Source: an optimization exercise on an open RTL-to-GDS flow (aim: small area, a short achievable clock period and few clock cycles per item). Production flows keep margins and buffers that such runs may drop.
In this exercise RTL edits were held to simulation tests only and were not proved equivalent to the original.
No activity file was given, so power comes from the tool's default toggle rates.

`flow/config.mk`:
```
export PLATFORM = sky130hd
export DESIGN_NAME = im_compression_top
export DESIGN_NICKNAME = im_compression_top
export VERILOG_FILES = /design/flow/design.v
export SDC_FILE = /design/flow/constraint.sdc
export NUM_CORES = 4
export LEC_CHECK = 0
export CAP_MARGIN = 20
export CORE_MARGIN = 2
export CORE_UTILIZATION = 40
export SLEW_MARGIN = 20
```
`flow/run.sh`:
```
#!/bin/bash
# synth_recipe.tcl (not shown) runs the flow's synth.tcl, then flattens the netlist and writes it again
# the make line also repeats each setting of config.mk as NAME=value (left out here)
make -C /OpenROAD-flow-scripts/flow DESIGN_CONFIG=/design/flow/config.mk WORK_HOME=/design/flow/orfs CLKGATE_MAP_FILE= SYNTH_SCRIPT=/design/flow/synth_recipe.tcl finish
```
`flow/design.v`:
```
`timescale 1ns/100ps
`default_nettype none
package im_pkg;
    localparam int IN_W     = 16;
    localparam int IN_H     = 8;
    localparam int AREA     = 4;
    localparam int OUT_W    = IN_W / AREA;
    localparam int OUT_H    = IN_H / AREA;
    localparam int AREA_PIX = AREA * AREA;
    localparam int OUT_PIX  = OUT_W * OUT_H;
    localparam int CH_W   = 8;
    localparam int PIX_W  = 3 * CH_W;
    localparam int ADDR_W = 16;
    localparam int SUM_W  = CH_W + $clog2(AREA_PIX);    
    localparam int CNT_AW = $clog2(AREA);        
    localparam int OX_W   = $clog2(OUT_W);
    localparam int OY_W   = $clog2(OUT_H);
    localparam int PIX_CW = $clog2(AREA_PIX);
    localparam int OCNT_W = $clog2(OUT_PIX);
    localparam int APB_AW = 4;
    localparam int APB_DW = 32;
    localparam logic [APB_AW-1:0] REG_SRC    = 4'h0;
    localparam logic [APB_AW-1:0] REG_DST    = 4'h4;
    localparam logic [APB_AW-1:0] REG_CTRL   = 4'h8;
    localparam logic [APB_AW-1:0] REG_STATUS = 4'hC;
    localparam int ST_BUSY_BIT = 0;
    localparam int ST_DONE_BIT = 1;
    typedef struct packed {
        logic [CH_W-1:0] r;      
        logic [CH_W-1:0] g;
        logic [CH_W-1:0] b;
    } rgb_t;
    typedef logic [PIX_W-1:0] pixel_u;
    typedef struct packed {
        logic                   valid;
        pixel_u [AREA_PIX-1:0] pix;
    } area_t;
    typedef struct packed {
        logic   valid;
        pixel_u pix;
    } mean_t;
    typedef struct packed {
        logic              en;
        logic [ADDR_W-1:0] addr;
    } rd_req_t;
    typedef struct packed {
        logic              en;
        logic [ADDR_W-1:0] addr;
        pixel_u            data;
    } wr_req_t;
    typedef struct packed {
        logic              psel;
        logic              penable;
        logic              pwrite;
        logic [APB_AW-1:0] paddr;
        logic [APB_DW-1:0] pwdata;
    } apb_req_t;
    typedef struct packed {
        logic [APB_DW-1:0] prdata;
        logic              pready;
        logic              pslverr;
    } apb_rsp_t;
endpackage
`default_nettype wire
`timescale 1ns/100ps
`default_nettype none
module im_apb_regs (
    input  logic              iclk,
    input  logic              i_rst_n,
    input  im_pkg::apb_req_t          i_apb,
    input  logic              i_frame_done,
    output im_pkg::apb_rsp_t          o_apb,
    output logic              o_start,
    output logic [im_pkg::ADDR_W-1:0] o_src_base,
    output logic [im_pkg::ADDR_W-1:0] o_dst_base
);
    logic [im_pkg::ADDR_W-1:0] src_q;
    logic [im_pkg::ADDR_W-1:0] dst_q;
    logic              busy_q;
    logic              done_q;
    logic              access;
    logic              wr_access;
    logic              start_req;
    logic              mapped;
    logic [im_pkg::APB_DW-1:0] rdata;
    assign access    = i_apb.psel & i_apb.penable;   
    assign wr_access = access & i_apb.pwrite;
    assign start_req = wr_access && (i_apb.paddr == im_pkg::REG_CTRL) && i_apb.pwdata[0];
    assign o_start = start_req & ~busy_q;
    always_comb begin
        mapped = 1'b1;
        rdata  = '0;
        case (i_apb.paddr)
            im_pkg::REG_SRC:    rdata = im_pkg::APB_DW'(src_q);
            im_pkg::REG_DST:    rdata = im_pkg::APB_DW'(dst_q);
            im_pkg::REG_CTRL:   rdata = '0;      
            im_pkg::REG_STATUS: begin
                rdata[im_pkg::ST_BUSY_BIT] = busy_q;
                rdata[im_pkg::ST_DONE_BIT] = done_q;
            end
            default:    mapped = 1'b0;
        endcase
    end
    assign o_apb = {rdata, 1'b1, access & (~mapped | (start_req & busy_q))};
    always_ff @(posedge iclk) begin
        if (!i_rst_n) begin
            src_q  <= '0;
            dst_q  <= '0;
            busy_q <= 1'b0;
            done_q <= 1'b0;
        end else begin
            if (wr_access && i_apb.paddr == im_pkg::REG_SRC) begin
                src_q <= i_apb.pwdata[im_pkg::ADDR_W-1:0];
            end
            if (wr_access && i_apb.paddr == im_pkg::REG_DST) begin
                dst_q <= i_apb.pwdata[im_pkg::ADDR_W-1:0];
            end
            if (o_start) begin
                busy_q <= 1'b1;
                done_q <= 1'b0;
            end else if (i_frame_done) begin
                busy_q <= 1'b0;
                done_q <= 1'b1;      
            end
        end
    end
    assign o_src_base = src_q;
    assign o_dst_base = dst_q;
endmodule
`default_nettype wire
`timescale 1ns/100ps
`default_nettype none
module block_fetch (
    input  logic              iclk,
    input  logic              i_rst_n,
    input  logic              i_start,
    input  logic [im_pkg::ADDR_W-1:0] i_src_base,
    input  im_pkg::pixel_u            i_rd_data,
    output im_pkg::rd_req_t           o_rd,
    output im_pkg::area_t             o_area
);
    logic [im_pkg::CNT_AW-1:0] col_q;
    logic [im_pkg::CNT_AW-1:0] row_q;
    logic [im_pkg::OX_W-1:0]   ax_q;
    logic [im_pkg::OY_W-1:0]   ay_q;
    logic [im_pkg::CNT_AW-1:0] col_n;
    logic [im_pkg::CNT_AW-1:0] row_n;
    logic [im_pkg::OX_W-1:0]   ax_n;
    logic [im_pkg::OY_W-1:0]   ay_n;
    logic              last_pix;
    logic [im_pkg::ADDR_W-1:0] base_q;
    logic [im_pkg::ADDR_W-1:0] next_x;
    logic [im_pkg::ADDR_W-1:0] next_y;
    logic [im_pkg::ADDR_W-1:0] next_addr;
    logic                   rd_en_q;
    logic [im_pkg::ADDR_W-1:0]      rd_addr_q;
    logic                   rd_en_d;     
    logic [im_pkg::PIX_CW-1:0]      got_q;
    logic                   area_vld_q;
    im_pkg::pixel_u [im_pkg::AREA_PIX-1:0] area_pix_q;
    always_comb begin
        col_n    = col_q;
        row_n    = row_q;
        ax_n     = ax_q;
        ay_n     = ay_q;
        last_pix = 1'b0;
        if (col_q != im_pkg::CNT_AW'(im_pkg::AREA - 1)) begin
            col_n = col_q + 1'b1;
        end else begin
            col_n = '0;
            if (row_q != im_pkg::CNT_AW'(im_pkg::AREA - 1)) begin
                row_n = row_q + 1'b1;
            end else begin
                row_n = '0;      
                if (ax_q != im_pkg::OX_W'(im_pkg::OUT_W - 1)) begin
                    ax_n = ax_q + 1'b1;
                end else begin
                    ax_n = '0;   
                    if (ay_q != im_pkg::OY_W'(im_pkg::OUT_H - 1)) begin
                        ay_n = ay_q + 1'b1;
                    end else begin
                        ay_n     = '0;
                        last_pix = 1'b1;
                    end
                end
            end
        end
    end
    assign next_x    = im_pkg::ADDR_W'(ax_n) * im_pkg::ADDR_W'(im_pkg::AREA) + im_pkg::ADDR_W'(col_n);
    assign next_y    = im_pkg::ADDR_W'(ay_n) * im_pkg::ADDR_W'(im_pkg::AREA) + im_pkg::ADDR_W'(row_n);
    assign next_addr = base_q + next_y * im_pkg::ADDR_W'(im_pkg::IN_W) + next_x;
    always_ff @(posedge iclk) begin
        if (!i_rst_n) begin
            rd_en_q    <= 1'b0;
            rd_en_d    <= 1'b0;
            col_q      <= '0;
            row_q      <= '0;
            ax_q       <= '0;
            ay_q       <= '0;
            got_q      <= '0;
            area_vld_q <= 1'b0;
        end else begin
            rd_en_d    <= rd_en_q;
            area_vld_q <= 1'b0;
            if (i_start) begin
                rd_en_q <= 1'b1;
                col_q   <= '0;
                row_q   <= '0;
                ax_q    <= '0;
                ay_q    <= '0;
            end else if (rd_en_q) begin
                col_q <= col_n;
                row_q <= row_n;
                ax_q  <= ax_n;
                ay_q  <= ay_n;
                if (last_pix) begin
                    rd_en_q <= 1'b0;     
                end
            end
            if (rd_en_d) begin
                if (got_q == im_pkg::PIX_CW'(im_pkg::AREA_PIX - 1)) begin
                    got_q      <= '0;
                    area_vld_q <= 1'b1;
                end else begin
                    got_q <= got_q + 1'b1;
                end
            end
        end
    end
    always_ff @(posedge iclk) begin
        if (i_start) begin
            base_q    <= i_src_base;
            rd_addr_q <= i_src_base;
        end else if (rd_en_q) begin
            rd_addr_q <= next_addr;
        end
        if (rd_en_d) begin
            area_pix_q <= {i_rd_data, area_pix_q[im_pkg::AREA_PIX-1:1]};   
        end
    end
    assign o_rd   = {rd_en_q, rd_addr_q};     
    assign o_area = {area_vld_q, area_pix_q};   
endmodule
`default_nettype wire
`timescale 1ns/100ps
`default_nettype none
module mean_tree (
    input  logic  iclk,
    input  logic  i_rst_n,
    input  im_pkg::area_t i_area,
    output im_pkg::mean_t o_mean
);
    logic [im_pkg::CH_W-1:0]  ch_in [3][im_pkg::AREA_PIX];      
    logic [im_pkg::CH_W:0]    s1_q  [3][im_pkg::AREA_PIX/2];
    logic [im_pkg::CH_W+1:0]  s2_q  [3][im_pkg::AREA_PIX/4];
    logic [im_pkg::CH_W+2:0]  s3_q  [3][im_pkg::AREA_PIX/8];
    logic [im_pkg::SUM_W-1:0] s4    [3];
    logic [3:0]       vld_q;
    im_pkg::pixel_u           mean_q;
    always_comb begin
        for (int i = 0; i < im_pkg::AREA_PIX; i++) begin
            ch_in[0][i] = i_area.pix[i][2*im_pkg::CH_W +: im_pkg::CH_W];
            ch_in[1][i] = i_area.pix[i][im_pkg::CH_W +: im_pkg::CH_W];
            ch_in[2][i] = i_area.pix[i][0 +: im_pkg::CH_W];
        end
    end
    always_comb begin
        for (int c = 0; c < 3; c++) begin
            s4[c] = {1'b0, s3_q[c][0]} + {1'b0, s3_q[c][1]};
        end
    end
    always_ff @(posedge iclk) begin
        if (!i_rst_n) begin
            vld_q <= '0;
        end else begin
            vld_q <= {vld_q[2:0], i_area.valid};
        end
    end
    always_ff @(posedge iclk) begin
        for (int c = 0; c < 3; c++) begin
            if (i_area.valid) begin
                for (int i = 0; i < im_pkg::AREA_PIX/2; i++) begin
                    s1_q[c][i] <= {1'b0, ch_in[c][2*i]} + {1'b0, ch_in[c][2*i+1]};
                end
            end
            if (vld_q[0]) begin
                for (int i = 0; i < im_pkg::AREA_PIX/4; i++) begin
                    s2_q[c][i] <= {1'b0, s1_q[c][2*i]} + {1'b0, s1_q[c][2*i+1]};
                end
            end
            if (vld_q[1]) begin
                for (int i = 0; i < im_pkg::AREA_PIX/8; i++) begin
                    s3_q[c][i] <= {1'b0, s2_q[c][2*i]} + {1'b0, s2_q[c][2*i+1]};
                end
            end
        end
        if (vld_q[2]) begin
            mean_q[2*im_pkg::CH_W +: im_pkg::CH_W] <= s4[0][im_pkg::SUM_W-1 -: im_pkg::CH_W];   
            mean_q[im_pkg::CH_W +: im_pkg::CH_W] <= s4[1][im_pkg::SUM_W-1 -: im_pkg::CH_W];
            mean_q[0 +: im_pkg::CH_W] <= s4[2][im_pkg::SUM_W-1 -: im_pkg::CH_W];
        end
    end
    assign o_mean = {vld_q[3], mean_q};    
endmodule
`default_nettype wire
`timescale 1ns/100ps
`default_nettype none
module pixel_writer (
    input  logic              iclk,
    input  logic              i_rst_n,
    input  logic              i_start,
    input  logic [im_pkg::ADDR_W-1:0] i_dst_base,
    input  im_pkg::mean_t             i_mean,
    output im_pkg::wr_req_t           o_wr,
    output logic              o_frame_done
);
    logic [im_pkg::OCNT_W-1:0] cnt_q;
    logic [im_pkg::ADDR_W-1:0] dst_q;        
    logic              wr_en_q;
    logic [im_pkg::ADDR_W-1:0] wr_addr_q;
    im_pkg::pixel_u            wr_data_q;
    logic              done_q;
    always_ff @(posedge iclk) begin
        if (!i_rst_n) begin
            cnt_q   <= '0;
            wr_en_q <= 1'b0;
            done_q  <= 1'b0;
        end else begin
            wr_en_q <= i_mean.valid;
            done_q  <= i_mean.valid && (cnt_q == im_pkg::OCNT_W'(im_pkg::OUT_PIX - 1));
            if (i_start) begin
                cnt_q <= '0;
            end else if (i_mean.valid) begin
                cnt_q <= (cnt_q == im_pkg::OCNT_W'(im_pkg::OUT_PIX - 1)) ? '0 : cnt_q + 1'b1;
            end
        end
    end
    always_ff @(posedge iclk) begin
        if (i_start) begin
            dst_q <= i_dst_base;
        end
        if (i_mean.valid) begin
            wr_addr_q <= dst_q + im_pkg::ADDR_W'(cnt_q);
            wr_data_q <= i_mean.pix;
        end
    end
    assign o_wr         = {wr_en_q, wr_addr_q, wr_data_q};   
    assign o_frame_done = done_q;    
endmodule
`default_nettype wire
`timescale 1ns/100ps
`default_nettype none
module im_compression (
    input  logic     iclk,
    input  logic     i_rst_n,
    input  im_pkg::apb_req_t i_apb,
    input  im_pkg::pixel_u   i_rd_data,
    output im_pkg::apb_rsp_t o_apb,
    output im_pkg::rd_req_t  o_rd,
    output im_pkg::wr_req_t  o_wr
);
    logic              start;
    logic              frame_done;
    logic [im_pkg::ADDR_W-1:0] src_base;
    logic [im_pkg::ADDR_W-1:0] dst_base;
    im_pkg::area_t             area;
    im_pkg::mean_t             mean;
    im_apb_regs u_regs (
        .iclk         (iclk),
        .i_rst_n      (i_rst_n),
        .i_apb        (i_apb),
        .i_frame_done (frame_done),
        .o_apb        (o_apb),
        .o_start      (start),
        .o_src_base   (src_base),
        .o_dst_base   (dst_base)
    );
    block_fetch u_fetch (
        .iclk       (iclk),
        .i_rst_n    (i_rst_n),
        .i_start    (start),
        .i_src_base (src_base),
        .i_rd_data  (i_rd_data),
        .o_rd       (o_rd),
        .o_area     (area)
    );
    mean_tree u_tree (
        .iclk    (iclk),
        .i_rst_n (i_rst_n),
        .i_area  (area),
        .o_mean  (mean)
    );
    pixel_writer u_writer (
        .iclk         (iclk),
        .i_rst_n      (i_rst_n),
        .i_start      (start),
        .i_dst_base   (dst_base),
        .i_mean       (mean),
        .o_wr         (o_wr),
        .o_frame_done (frame_done)
    );
endmodule
`default_nettype wire
`timescale 1ns/100ps
`default_nettype none
module im_compression_top (
    input  logic        clk,
    input  logic        rst_n,
    input  logic        psel,
    input  logic        penable,
    input  logic        pwrite,
    input  logic [3:0]  paddr,
    input  logic [31:0] pwdata,
    output logic [31:0] prdata,
    output logic        pready,
    output logic        pslverr,
    output logic        rd_en,
    output logic [15:0] rd_addr,
    input  logic [23:0] rd_data,
    output logic        wr_en,
    output logic [15:0] wr_addr,
    output logic [23:0] wr_data
);
    im_pkg::apb_rsp_t apb_rsp;
    im_pkg::rd_req_t  rd_req;
    im_pkg::wr_req_t  wr_req;
    im_compression u_core (
        .iclk      (clk),
        .i_rst_n   (rst_n),
        .i_apb     ({psel, penable, pwrite, paddr, pwdata}),
        .i_rd_data (rd_data),
        .o_apb     (apb_rsp),
        .o_rd      (rd_req),
        .o_wr      (wr_req)
    );
    assign {prdata, pready, pslverr}   = apb_rsp;
    assign {rd_en, rd_addr}            = rd_req;
    assign {wr_en, wr_addr, wr_data}   = wr_req;
endmodule
`default_nettype wire
```
`flow/constraint.sdc`:
```
create_clock -name core_clock -period 4.5 [get_ports {clk}]
set_input_delay 0.9000 -clock core_clock [delete_from_list [all_inputs] [get_ports {clk}]]
set_output_delay 0.9000 -clock core_clock [all_outputs]
set_load 0.01 [all_outputs]
```
==> results.sh, run 1 <==
export IMPL_status="timing/DRC/antenna clean"
export IMPL_clockBufferDepth=3
export IMPL_yosysWarnings=9
export IMPL_start_util_pct=40.2
export IMPL_hp_class="flip-flop to flip-flop"
export IMPL_synth_distinct_cells=52
export IMPL_hold_path_end="u_core.u_writer.wr_data_q[0]"
export IMPL_avgSynthCellArea_um2=13.9
export IMPL_critPathKind="input pin to output pin"
export IMPL_reg2reg_slack_ps=1600
export IMPL_cts_root_buffer="clkbuf_16"
export IMPL_rsz0062_at_grt="no"
export IMPL_hpwlAfterDp_um=52600
export IMPL_start_kind="input pin"
export IMPL_synth_most_common_cell="edfxtp_1"
export IMPL_grt_pass1_vias=24415
export IMPL_yosys_top_cells_area="edfxtp_1, ha_1, xnor2_1, dfxtp_1, nand2_1"
export IMPL_gp_routability_congestion=0.807
export IMPL_cts_buffers=106
export IMPL_first_pass_iters=5
export IMPL_clock_skew_ps=35.4
export IMPL_critPathSlowestCell="nor4b_4"
export IMPL_synth_edf_count=898
export IMPL_grt_max_degree=106
export IMPL_num_antenna_cells=0
export IMPL_core_rowCount=122
export IMPL_power_leakage_nw=18.8
export IMPL_dp_cells=4794
export IMPL_yosysSeqAreaShare_pct=63.3
export IMPL_r2r_end="u_core.u_fetch.rd_addr_q[15]"
export IMPL_clock_sinks=955
export IMPL_synth_top_cell_by_area="edfxtp_1"
export IMPL_endpoint_kind="output pin"
export IMPL_grt_total_usage_pct=13.5
export IMPL_max_cap_violations=0
export IMPL_synth_common_cells="edfxtp_1, ha_1, xnor2_1, nand2_1, inv_1"
export IMPL_clk_latency_ps=680
export IMPL_r2r_start="u_core.u_fetch.col_q[0]"
export IMPL_finalSetupTns_ps=0
export IMPL_port_buffers=123
export IMPL_cp_common_cell="clkdlybuf4s50_1"
export IMPL_critPathBufInv=2
export IMPL_vdd_ir_drop_max_mv=0.280
export IMPL_first_iter_violations=1308
export IMPL_hold_path_depth=0
export IMPL_dp_slack_ps=514
export IMPL_async_flop_share_pct=0
export IMPL_cp_data_required_time_ps=3600
export IMPL_cts_setup_buffers=0
export IMPL_drc=0
export IMPL_layout_drive_gt1_share_pct=5.57
export IMPL_antenna_found_initial=0
export IMPL_period_share_pct=88.8
export IMPL_crit_family="buffers and inverters"
export IMPL_fin_nets=3930
export IMPL_holdCritStartpoint="u_core.u_tree.mean_q[0]"
export IMPL_setup_slack_ps=503
export IMPL_cts_tree="done"
export IMPL_drt_total_wl_um=76200
export IMPL_timing_fmax_mhz=250
export IMPL_die_h_um=337
export IMPL_min_period_ps=4000
export IMPL_slowest_delay_ps=730
export IMPL_rr_worst_depth=10
export IMPL_gr_total_overflow=0
export IMPL_worst_pin_slew_ps=992
export IMPL_hold_buffers=0
export IMPL_area_growth_pct=15.0
export IMPL_fin_cells=4987
export IMPL_die_w_um=337
export IMPL_num_vias=23963
export IMPL_io_pins=157
export IMPL_cts_max_level=3
export IMPL_synth_cells=3190
export IMPL_detail_route_wl_per_cell_um=15.3
export IMPL_die_area_um2=114000
export IMPL_slew_violations=0
export IMPL_synth_ff_type="edfxtp_1"
export IMPL_syn_area_um2=44400
export IMPL_clkTransAtPathRegs_ps=60
export IMPL_ys_ff_latch=955
export IMPL_cts_resized=0
export IMPL_crit_chain="clkdlybuf4s50_1, nor4b_4, a22o_1, clkdlybuf4s50_1"
export IMPL_grt_first_pass_wirelength_um=123000
export IMPL_synth_top_area_share_pct=60.8
export IMPL_viasPerCell=4.81
export IMPL_relSlewSlack_pct=33.9
export IMPL_power_density_nw_per_um2=359
export IMPL_final_hold_viol_count=0
export IMPL_core_area_um2=110000
export IMPL_path_max_fanout=16
export IMPL_drtAntennaViolNets=0
export IMPL_finalSetupViolCount=0
export IMPL_crit_arrival_ps=3100
metal layers:
layer  up-vias  GRT usage (%)  routed length [um]
li1      12087              -                   -
met1     11432           17.5               35100
met2       321           22.8               36000
met3       123           2.39                3050
met4         0           4.74                2020
met5         -              0                   0
kinds of logic after synthesis:
group	share of synthesized area [%]
adders and majority gates	13.5
DFF	63.3
AOI/OAI and AO/OA	8.14
muxes	0.305
other	0.0169
and+or+nand+nor	6.49
buffers and inverters	2.37
xor gates and xnor gates	5.88
flip-flops by register name, indices dropped and copies added (netlist names), 2 cells and up:
signal,cells
u_core.u_fetch.ax_q,2
u_core.u_tree.s1_q,216
u_core.u_writer.wr_addr_q,16
u_core.u_fetch.row_q,2
u_core.u_fetch.area_pix_q,384
u_core.u_fetch.col_q,2
u_core.u_tree.s3_q,66
u_core.u_fetch.rd_addr_q,16
u_core.u_regs.src_q,16
u_core.u_fetch.got_q,4
u_core.u_writer.cnt_q,3
u_core.u_tree.vld_q,4
u_core.u_tree.mean_q,24
u_core.u_writer.wr_data_q,24
u_core.u_regs.dst_q,16
u_core.u_writer.dst_q,16
u_core.u_tree.s2_q,120
u_core.u_fetch.base_q,16
layout by cell type, fill, tap and decap left out, drive strengths merged, types with 75 or more instances in the layout:
cell type and n:
a21o 75, a21oi 165, clkbuf 132, clkdlybuf4s50 123, edfxtp 898, ha 407
inv 229, nand2 241, nor2 165, o21ai 164, xnor2 242
metrics by stage:
stage	hold WS, ps	power (mW)	utilization [%]	instance area [um2]
CTS	419	18.6	46.2	51000
floorplan	400	9.82	-	44400
global route	421	19.0	46.2	51000
global placement	402	9.87	43.1	47500
finish	418	18.3	46.2	51000
detailed placement	405	9.88	43.1	47500
layout make-up:
class                           instances  area [um2]
Timing Repair Buffer                  138        1420
Fill cell                            9617       59300
Inverter                              224         841
Tap cell                             1488        1860
Clock inverter                         61         641
Multi-Input combinational cell       1989       15300
Clock buffer                          132        2870
Sequential cell                       955       28100
worst reg2reg max path: cells and delay by family, from the launching register on:
kind	cells	cell delay, ps
simple gates	3	700
compound gates	2	530
fa+ha+maj	2	480
mux	1	380
flops	1	330
xor+xnor	1	150
buf+inv	1	80
power by group:
part / switching (mW) / total, mW / internal, mW
combinational: 0.0498 / 0.106 / 0.0563
clock: 3.54 / 8.65 / 5.10
sequential: 0.00505 / 9.58 / 9.58
worst max path at each step:
stage                            from                 endpoint  slack, ps  cells after the start
2_1_floorplan  u_core.u_fetch.rd_en_d  u_core.u_fetch.got_q[3]        710                      3
3_3_place_gp                 paddr[2]               prdata[12]        580                      4
3_5_place_dp                 paddr[2]                prdata[4]        510                      4
4_1_cts                      paddr[2]                prdata[4]        510                      4
5_1_grt                      paddr[2]                prdata[6]        380                      4
6_report                     paddr[2]                prdata[5]        500                      4
Testbench counts, summed over its fixed seeds: cycles 13,248, frames 96.
==> run 2, diff against run 1 <==
==> flow/design.v (replaced) <==
`timescale 1ns/100ps
`default_nettype none
module im_compression_top (
    input  logic        clk,
    input  logic        rst_n,
    input  logic        psel,
    input  logic        penable,
    input  logic        pwrite,
    input  logic [3:0]  paddr,
    input  logic [31:0] pwdata,
    output logic [31:0] prdata,
    output logic        pready,
    output logic        pslverr,
    output logic        rd_en,
    output logic [15:0] rd_addr,
    input  logic [23:0] rd_data,
    output logic        wr_en,
    output logic [15:0] wr_addr,
    output logic [23:0] wr_data
);
    logic [15:0] src_q;
    logic [15:0] dst_q;
    logic        busy_q;
    logic        done_q;
    logic [15:0] prdata_q;
    logic        pslverr_q;
    logic        wr_access;
    logic        start;
    logic        frame_done;
    logic        busy_n;
    logic        done_n;
    logic        rd_en_q;
    logic [15:0] rd_addr_q;
    logic [6:0]  cnt_q;         
    logic [15:0] step;
    logic        first_d;       
    logic        last_d;        
    logic [11:0] acc_r;
    logic [11:0] acc_g;
    logic [11:0] acc_b;
    logic        wr_en_q;
    logic [15:0] wr_addr_q;
    assign wr_access  = psel & penable & pwrite;
    assign start      = wr_access & (paddr == 4'h8) & pwdata[0] & ~busy_q;
    assign frame_done = wr_en_q & ~rd_en_q;     
    assign busy_n = busy_q & ~frame_done;
    assign done_n = done_q | frame_done;
    always_ff @(posedge clk) begin
        if (!rst_n) begin
            src_q     <= '0;
            dst_q     <= '0;
            busy_q    <= 1'b0;
            done_q    <= 1'b0;
            prdata_q  <= '0;
            pslverr_q <= 1'b0;
        end else begin
            if (wr_access && paddr == 4'h0) src_q <= pwdata[15:0];
            if (wr_access && paddr == 4'h4) dst_q <= pwdata[15:0];
            if (start) begin
                busy_q <= 1'b1;
                done_q <= 1'b0;
            end else if (frame_done) begin
                busy_q <= 1'b0;
                done_q <= 1'b1;
            end
            case (paddr)
                4'h0:    prdata_q <= src_q;
                4'h4:    prdata_q <= dst_q;
                4'hc:    prdata_q <= {14'd0, done_n, busy_n};
                default: prdata_q <= '0;
            endcase
            pslverr_q <= psel & ((paddr[1:0] != 2'b00) |
                                 (pwrite & (paddr == 4'h8) & pwdata[0] & busy_n));
        end
    end
    assign prdata  = {16'd0, prdata_q};
    assign pready  = 1'b1;
    assign pslverr = pslverr_q;
    always_comb begin
        if (cnt_q[1:0] != 2'd3 || cnt_q[5:2] == 4'hf)
            step = 16'd1;            
        else if (cnt_q[3:2] != 2'd3)
            step = 16'd13;           
        else
            step = 16'hffd1;         
    end
    always_ff @(posedge clk) begin
        if (!rst_n) begin
            rd_en_q <= 1'b0;
        end else if (start) begin
            rd_en_q <= 1'b1;
        end else if (rd_en_q && cnt_q == 7'h7f) begin
            rd_en_q <= 1'b0;
        end
    end
    always_ff @(posedge clk) begin
        if (start) begin
            cnt_q     <= '0;
            rd_addr_q <= src_q;
        end else if (rd_en_q) begin
            cnt_q     <= cnt_q + 7'd1;
            rd_addr_q <= rd_addr_q + step;
        end
    end
    assign rd_en   = rd_en_q;
    assign rd_addr = rd_addr_q;
    always_ff @(posedge clk) begin
        if (!rst_n) begin
            last_d  <= 1'b0;
            wr_en_q <= 1'b0;
        end else begin
            last_d  <= rd_en_q & (cnt_q[3:0] == 4'hf);
            wr_en_q <= last_d;
        end
    end
    always_ff @(posedge clk) begin
        first_d <= (cnt_q[3:0] == 4'h0);
        acc_r <= (acc_r & {12{~first_d}}) + {4'd0, rd_data[23:16]};
        acc_g <= (acc_g & {12{~first_d}}) + {4'd0, rd_data[15:8]};
        acc_b <= (acc_b & {12{~first_d}}) + {4'd0, rd_data[7:0]};
    end
    always_ff @(posedge clk) begin
        if (start) begin
            wr_addr_q <= dst_q;
        end else if (wr_en_q) begin
            wr_addr_q <= wr_addr_q + 16'd1;
        end
    end
    assign wr_en   = wr_en_q;
    assign wr_addr = wr_addr_q;
    assign wr_data = {acc_r[11:4], acc_g[11:4], acc_b[11:4]};
endmodule
`default_nettype wire
==> run 2 against run 1 <==
  * Die area down 84%
  * Still clean
  * Final cell count fell by 78%
  * Core utilization is 5.5 points higher
  * Critical endpoint is now rd_addr_q[13]
==> results.sh, run 2 <==
export IMPL_hp_class="flip-flop to flip-flop"
export IMPL_synth_simple_area_share_pct=20.5
export IMPL_rsz0062_at_grt="no"
export IMPL_dp_slack_ps=1100
export IMPL_start_kind="flip-flop"
export IMPL_first_pass_iters=4
export IMPL_ys_ff_latch=130
export IMPL_timing_fmax_mhz=328
export IMPL_clockBufferDepth=2
export IMPL_slowest_delay_ps=470
export IMPL_synth_common_cells="nand2_1, dfxtp_1, nor2_1, a21oi_1, o21ai_0"
export IMPL_grt_max_degree=38
export IMPL_cts_buffers=17
export IMPL_syn_area_um2=6790
export IMPL_yosysSeqAreaShare_pct=43.1
export IMPL_finalSetupTns_ps=0
export IMPL_cts_setup_buffers=0
export IMPL_crit_arrival_ps=3210
export IMPL_endpoint_kind="flip-flop"
export IMPL_status="timing/DRC/antenna clean"
export IMPL_drc=0
export IMPL_cts_root_buffer="clkbuf_16"
export IMPL_final_hold_viol_count=0
export IMPL_cts_tree="done"
export IMPL_num_vias=5635
export IMPL_slew_violations=0
export IMPL_async_flop_share_pct=0
export IMPL_fin_nets=970
export IMPL_critPathKind="flip-flop to flip-flop"
export IMPL_synth_distinct_cells=55
export IMPL_start_util_pct=40.9
export IMPL_grt_pass1_vias=5476
export IMPL_crit_chain="ha_1, and3_1, nand2_1, inv_2, ha_1, nand2_1, nor4_1, a311oi_2, mux2i_1, xor2_1, o21ai_0"
export IMPL_synth_most_common_cell="nand2_1"
export IMPL_synthAdderAreaFrac_pct=6.60
export IMPL_io_pins=157
export IMPL_synthMuxAreaShare_pct=0.608
export IMPL_drtAntennaViolNets=0
export IMPL_critPathSlowestCell="a311oi_2"
export IMPL_die_w_um=134
export IMPL_power_density_nw_per_um2=519
export IMPL_synth_compound_area_share_pct=14.6
export IMPL_finalSetupViolCount=0
export IMPL_synth_top_area_share_pct=28.9
export IMPL_min_period_ps=3050
export IMPL_clk_latency_ps=420
export IMPL_hold_buffers=0
export IMPL_dpl_cell_area_um2=8000
export IMPL_core_rowCount=47
export IMPL_grt_first_pass_wirelength_um=27000
export IMPL_gp_routability_congestion=0.881
export IMPL_synth_top_family_by_area="simple AND/OR/NAND/NOR gates"
export IMPL_cts_resized=0
export IMPL_dp_cells=1072
export IMPL_layout_drive_gt1_share_pct=5.09
export IMPL_yosys_top_cells_area="dfxtp_1, edfxtp_1, nand2_1, ha_1, xnor2_1"
export IMPL_area_growth_pct=26.4
export IMPL_cp_data_required_time_ps=4660
export IMPL_hpwlAfterDp_um=12100
export IMPL_avgSynthCellArea_um2=8.78
export IMPL_synth_cells=773
export IMPL_fin_cells=1104
export IMPL_path_max_fanout=10
export IMPL_grt_total_usage_pct=18.8
export IMPL_core_area_um2=16600
export IMPL_drt_total_wl_um=16600
export IMPL_relSlewSlack_pct=46.5
export IMPL_gr_total_overflow=0
export IMPL_max_cap_violations=0
export IMPL_synth_xor_area_share_pct=7.87
export IMPL_stdcell_area_um2=8580
export IMPL_clock_sinks=130
export IMPL_viasPerCell=5.10
export IMPL_clock_skew_ps=9.00
export IMPL_first_iter_violations=280
export IMPL_final_common_cell="clkdlybuf4s50_1"
export IMPL_cts_max_level=4
export IMPL_yosysWarnings=1
export IMPL_period_share_pct=67.7
export IMPL_antenna_found_initial=0
export IMPL_synth_top_cell_by_area="dfxtp_1"
export IMPL_detail_route_wl_per_cell_um=15.1
export IMPL_die_h_um=134
export IMPL_setup_slack_ps=1450
export IMPL_vdd_ir_drop_max_mv=0.273
export IMPL_layout_common_cells="clkdlybuf4s50_1, nand2_1, dfxtp_1"
export IMPL_clkTransAtPathRegs_ps=60
export IMPL_port_buffers=123
export IMPL_num_antenna_cells=0
export IMPL_synth_ff_type="dfxtp_1"
export IMPL_synth_edf_count=32
export IMPL_die_area_um2=18000
export IMPL_power_leakage_nw=3.18
export IMPL_worst_pin_slew_ps=800
==> run 2: cell count changes after synthesis, sizes merged, moves of 41 or more <==
cell / delta
fa: -41
nand2: -120
xnor2: -204
dfxtp: +41
ha: -376
a21oi: -100
a21boi: -53
o21ai: -120
nor2: -86
nor3: -52
a21o: -67
edfxtp: -866
inv: -216
==> run 2: cell families after synthesis <==
group | after synthesis
buf+inv | 76
mux | 4
xor+xnor | 61
simple gates | 301
flops | 130
compound gates | 165
fa+ha+maj | 34
other cells | 2
==> run 2: through the flow <==
| step | util [%] | hold slack (ps) | power (mW) |
|---|---|---|---|
| 3_3_place_gp | 48.3 | 453 | 3.07 |
| 6_report | 51.8 | 469 | 4.46 |
| 2_1_floorplan | - | 412 | 2.79 |
| 3_5_place_dp | 48.3 | 442 | 3.13 |
| 5_1_grt | 51.8 | 497 | 4.76 |
| 4_1_cts | 51.8 | 467 | 4.50 |
==> run 2: worst paths after layout <==
kind | cells past startpoint | slack, ps | end | startpoint
max | 11 | 1450 | rd_addr_q[13] | cnt_q[0]
min | 1 | 470 | wr_en_q | last_d
max reg2reg | 11 | 1450 | rd_addr_q[13] | cnt_q[0]
min reg2reg | 1 | 470 | wr_en_q | last_d
==> run 2: final cells by class <==
cell class                 count  area, um2
timing repair buffer         132       1300
clock buffer                  19        443
inverter                       8       30.0
fill                        1569       8000
clock inverter                13        135
multi-input combinational    582       3480
sequential                   130       2920
tap                          220        275
==> run 2: per-layer routing <==
metal	GRT usage, %	part of all wire (%)
met4	5.15	0.85
met2	30.8	47
met3	5.71	6.3
met1	24.1	45
met5	0	0
==> run 2: power by group <==
group	total, mW	internal [mW]	leakage [nW]	switching, mW
logic	1.56	0.799	1.81	0.761
registers	1.55	1.42	1.09	0.130
clock network	1.35	0.828	0.275	0.523
total	4.46	3.04	3.18	1.41
==> run 2: worst max-delay path, delay by kind of cell (launching register included) <==
family,cells,cell delay [ps]
xor+xnor,1,150
fa+ha+maj,2,560
compound gates,2,550
buf+inv,1,210
mux,1,270
flops,1,400
simple gates,4,640
Testbench counts of run 2, summed over its fixed seeds: cycles 12,864, frames 96.

## port drivers added, routing unchanged
Ports are ideal in the flow. The routed layouts listed here were re-timed in OpenROAD.
Step 1 assumes that a clkbuf_16 drives the clock port and a buf_2 every other input.
Step 2 adds t to the input delays and takes it off the output delays; t is the mean of the earliest and latest rising clock arrival at the registers after step 1. Input paths then give back, and output paths get back, about the clock's delay inside the block.
Slacks: no drivers / after step 1 / after step 2; pairs: no drivers / after step 1.
| run | t (ns) | setup WS [ns] | worst hold slack (ns) | cell pins on the clock port's net |
|---|---|---|---|---|
| run 1 | 0.740 | 0.503 / 0.474 / 0.474 | 0.418 / 0.418 / 0.418 | 1 |
| run 2 | 0.459 | 1.453 / 1.453 / 1.098 | 0.469 / 0.469 / 0.469 | 1 |
After both steps every run listed still meets setup and hold. The setup slack of run 2, which loses most, moves by 0.000 ns with the drivers and by -0.355 ns with both steps.
